Source: an optimization exercise on an open RTL-to-GDS flow (aim: small area, a short achievable clock period and few clock cycles per item). Production flows keep margins and buffers that such runs may drop. RTL that was checked went through simulation tests only; none was proved equivalent to the original.

// line_follow_pid_steering_core
module line_follow_pid_steering_core (
  input  logic        clk,
  input  logic        rst_n,
  input  logic        in_tvalid,
  output logic        in_tready,
  input  logic [47:0] in_tdata,    
  input  logic        in_tlast,    
  output logic        out_tvalid,
  input  logic        out_tready,
  output logic [47:0] out_tdata,
  input  logic        cfg_valid,
  output logic        cfg_ready,
  input  logic [2:0]  cfg_index,
  input  logic [31:0] cfg_data
);
For scale: roughly 5700 cells after synthesis, about 53000 um^2 of cells after synthesis.
export LEC_CHECK = 0
export CAP_MARGIN = 20
export CORE_MARGIN = 2
export CORE_UTILIZATION = 40
export SLEW_MARGIN = 20
create_clock -name core_clock -period 11.0 [get_ports {clk}]
standard.sh (not shown) runs the stock make flow with config.mk's settings and CLKGATE_MAP_FILE= SYNTH_SCRIPT=/design/flow/synth_recipe.tcl, a recipe that flattens the netlist after the stock synthesis.
==> flow/flow/run.sh <==
#!/bin/bash
set -euo pipefail
bash standard.sh SETUP_SLACK_MARGIN=7 finish > standard.log 2>&1
Then changed:
--- a/flow/design.v
+++ b/flow/design.v
@@ -218,37 +218,44 @@
         end
         default: begin
           if (pb_xfer) p_st <= P_IDLE;
         end
       endcase
     end
   end
   logic [31:0]        dt_r;
-  logic [22:0]        d3_r;         
   logic               dbig_r, dzero_r;
   logic [21:0]        rem_r, q_r;
   logic               dsgn_r;
   logic [13:0]        mreg_r;       
   logic               mprev_r;
   logic [2:0]         mdig_r;       
   logic signed [35:0] accp_r;       
   logic [3:0]         mcnt_r;
   logic               icy_r, iovf_r, isgn_r;
   logic signed [13:0] diff_v;
   logic signed [12:0] err_v;
   assign diff_v = {pos_v[12], pos_v} - {prev_pos_r[12], prev_pos_r};
   assign err_v  = pos_v - 13'sd1920;
   logic [23:0] r4, s1v, s2v, s3v;
+  logic [24:0] t3a, t3b, t3c, t3x, t3y;
+  logic [25:0] t3s;
   logic [21:0] rem_n, q_n;
   always_comb begin
     r4  = {rem_r, q_r[21:20]};
     s1v = r4 - {2'd0, dt_r[21:0]};
     s2v = r4 - {1'd0, dt_r[21:0], 1'b0};
-    s3v = r4 - {1'd0, d3_r};
+    t3a = {1'b0, r4};
+    t3b = ~{3'd0, dt_r[21:0]};
+    t3c = ~{2'd0, dt_r[21:0], 1'b0};
+    t3x = t3a ^ t3b ^ t3c;
+    t3y = {(t3a[23:0] & t3b[23:0]) | (t3a[23:0] & t3c[23:0]) | (t3b[23:0] & t3c[23:0]), 1'b1};
+    t3s = {t3x, 1'b1} + {t3y, 1'b1};
+    s3v = {t3s[25], t3s[23:1]};
     if (dbig_r) begin
       rem_n = r4[21:0];
       q_n   = {q_r[19:0], 2'd0};
     end else if (!s3v[23]) begin
       rem_n = s3v[21:0];
       q_n   = {q_r[19:0], 2'd3};
     end else if (!s2v[23]) begin
       rem_n = s2v[21:0];
@@ -299,17 +306,16 @@
         accp_r     <= '0;
         mcnt_r     <= '0;
         b_st       <= B_ABS;
       end else begin
         case (b_st)
           B_ABS: begin
             rem_r   <= '0;
             q_r     <= {1'b0, dsgn_r ? 13'(-q_r[13:0]) : q_r[12:0], 8'd0};
-            d3_r    <= {1'b0, dt_r[21:0]} + {dt_r[21:0], 1'b0};
             dbig_r  <= |dt_r[31:21];
             dzero_r <= (dt_r == 32'd0);
             b_cnt   <= '0;
             b_st    <= B_DIV;
           end
           B_DIV: begin
             rem_r <= rem_n;
             q_r   <= q_n;
@@ -351,34 +357,34 @@
   assign out_load    = (d_st == D_OUT);
   assign d_can_write = (d_st == D_EMPTY) && !out_valid_r;
   assign c_last      = (c_st == C_RUN) && (c_cnt == 4'd15);
   assign c_take      = (c_st == C_IDLE) || (c_st == C_RES && d_can_write) ||
                        (c_last && d_can_write);
   assign bc_xfer     = (b_st == B_DONE) && c_take;
   assign pb_xfer     = p_final && ((b_st == B_IDLE) || bc_xfer);
   assign p_idle_next = ((p_st == P_IDLE) && !handoff) || pb_xfer;
+  function automatic logic [2:0] trip_sel(input logic [31:0] k, input logic [3:0] j);
+    logic [32:0] kx;
+    logic [2:0]  m1 [0:7];
+    logic [2:0]  m2 [0:3];
+    logic [2:0]  m3 [0:1];
+    kx = {k, 1'b0};
+    for (int i = 0; i < 8; i++) m1[i] = j[0] ? kx[4*i+2 +: 3] : kx[4*i +: 3];
+    for (int i = 0; i < 4; i++) m2[i] = j[1] ? m1[2*i+1] : m1[2*i];
+    for (int i = 0; i < 2; i++) m3[i] = j[2] ? m2[2*i+1] : m2[2*i];
+    trip_sel = j[3] ? m3[1] : m3[0];
+  endfunction
   logic [3:0]  bj;
-  logic [32:0] kpx, kdx, kix;
   logic [2:0]  tp, td, ti;
   always_comb begin
-    bj  = bc_xfer ? 4'd0 : c_cnt + 4'd1;
-    kpx = {kp_r, 1'b0};
-    kdx = {kd_r, 1'b0};
-    kix = {ki_r, 1'b0};
-    tp = '0;
-    td = '0;
-    ti = '0;
-    for (int j = 0; j < 16; j++) begin
-      if (bj == 4'(j)) begin
-        tp = tp | kpx[2*j +: 3];
-        td = td | kdx[2*j +: 3];
-        ti = ti | kix[2*j +: 3];
-      end
-    end
+    bj = c_cnt + 4'd1;
+    tp = trip_sel(kp_r, bj);
+    td = trip_sel(kd_r, bj);
+    ti = trip_sel(ki_r, bj);
   end
   logic [13:0] mE;
   logic [21:0] mD;
   logic [48:0] mI;
   logic [21:0] rowE;
   logic [22:0] rowD;
   logic [56:0] rowI;
   logic [57:0] sin, cinp, rdg, s1, c1, s2, c2, s3, c3;
@@ -404,27 +410,27 @@
     c2 = {(s1[56:0] & c1[56:0]) | (s1[56:0] & rdg[56:0]) | (c1[56:0] & rdg[56:0]), nP};
     s3 = s2 ^ c2 ^ {36'd0, rowE};
     c3 = {(s2[56:0] & c2[56:0]) | (s2[56:0] & {35'd0, rowE}) | (c2[56:0] & {35'd0, rowE}), nI};
     lowsum = {1'b0, s3[1:0]} + {1'b0, c3[1:0]} + {2'd0, (first ? 1'b0 : cin_r)};
   end
   always_ff @(posedge clk) begin
     if (!rst_q) begin
       c_st    <= C_IDLE;
-      c_cnt   <= '0;
+      c_cnt   <= 4'd15;
       c_ovl   <= 1'b0;
       integ_r <= '0;
     end else begin
       c_ovl <= 1'b0;
       if (c_st == C_RUN) begin
         s_r      <= s3[57:2];
         c_r      <= c3[57:2];
         cin_r    <= lowsum[2];
         sticky_r <= (first ? 1'b0 : sticky_r) | (|lowsum[1:0]);
-        c_cnt    <= c_cnt + 4'd1;
+        if (!c_last) c_cnt <= c_cnt + 4'd1;
         bp_r     <= booth_dig(tp);
         bd_r     <= booth_dig(td);
         bi_r     <= booth_dig(ti);
         if (c_last) begin
           if (d_can_write) begin
             c_ovl <= 1'b1;
             c_st  <= C_IDLE;
           end else begin
Synthesized area went down by 3.6%; cell area went down by about 4%; worst setup slack is better by 100 ps; die area went down by 3.6%; synthesized cell count went down by 2.9%; utilization barely changes; via count went down by about 4%; routed wire length went down by 5.1%; worst hold slack is worse by 8.0 ps; cell count went down by 4.0%; clock skew went down by 4.7 ps; first-iteration DRC count went down by 8.7%.
Testbench counts after the change, summed over its fixed seeds: cycles 5,456, scans 320.
Only the layout flow was run in the first run of this note; the RTL was not checked for function there.

[re-timing with driven ports]
Ports are ideal in the flow. The routed layouts listed here were re-timed in OpenROAD. Step 1 (the two cells are an assumption about what drives the block):
set clk [get_ports {clk}]
set_driving_cell -lib_cell sky130_fd_sc_hd__clkbuf_16 $clk
set_driving_cell -lib_cell sky130_fd_sc_hd__buf_2 [delete_from_list [all_inputs] $clk]
Step 2 also shifts input and output timing later by t, the mid clock arrival at the registers, as if the neighbouring blocks saw the same clock. a / b / c = ideal ports / drivers / drivers and shift; a / b = the first two.
run	t (ns)	setup WS [ns]	worst data-port slew with drivers (ns)
the first run	0.765	6.979 / 6.979 / 6.663	0.10
the second run	0.745	7.079 / 7.008 / 6.672	0.04
After both steps setup and hold are still met in every run listed. For the second run, which loses most, drivers alone change the setup slack by -0.071 ns; drivers and shift together by -0.407 ns.
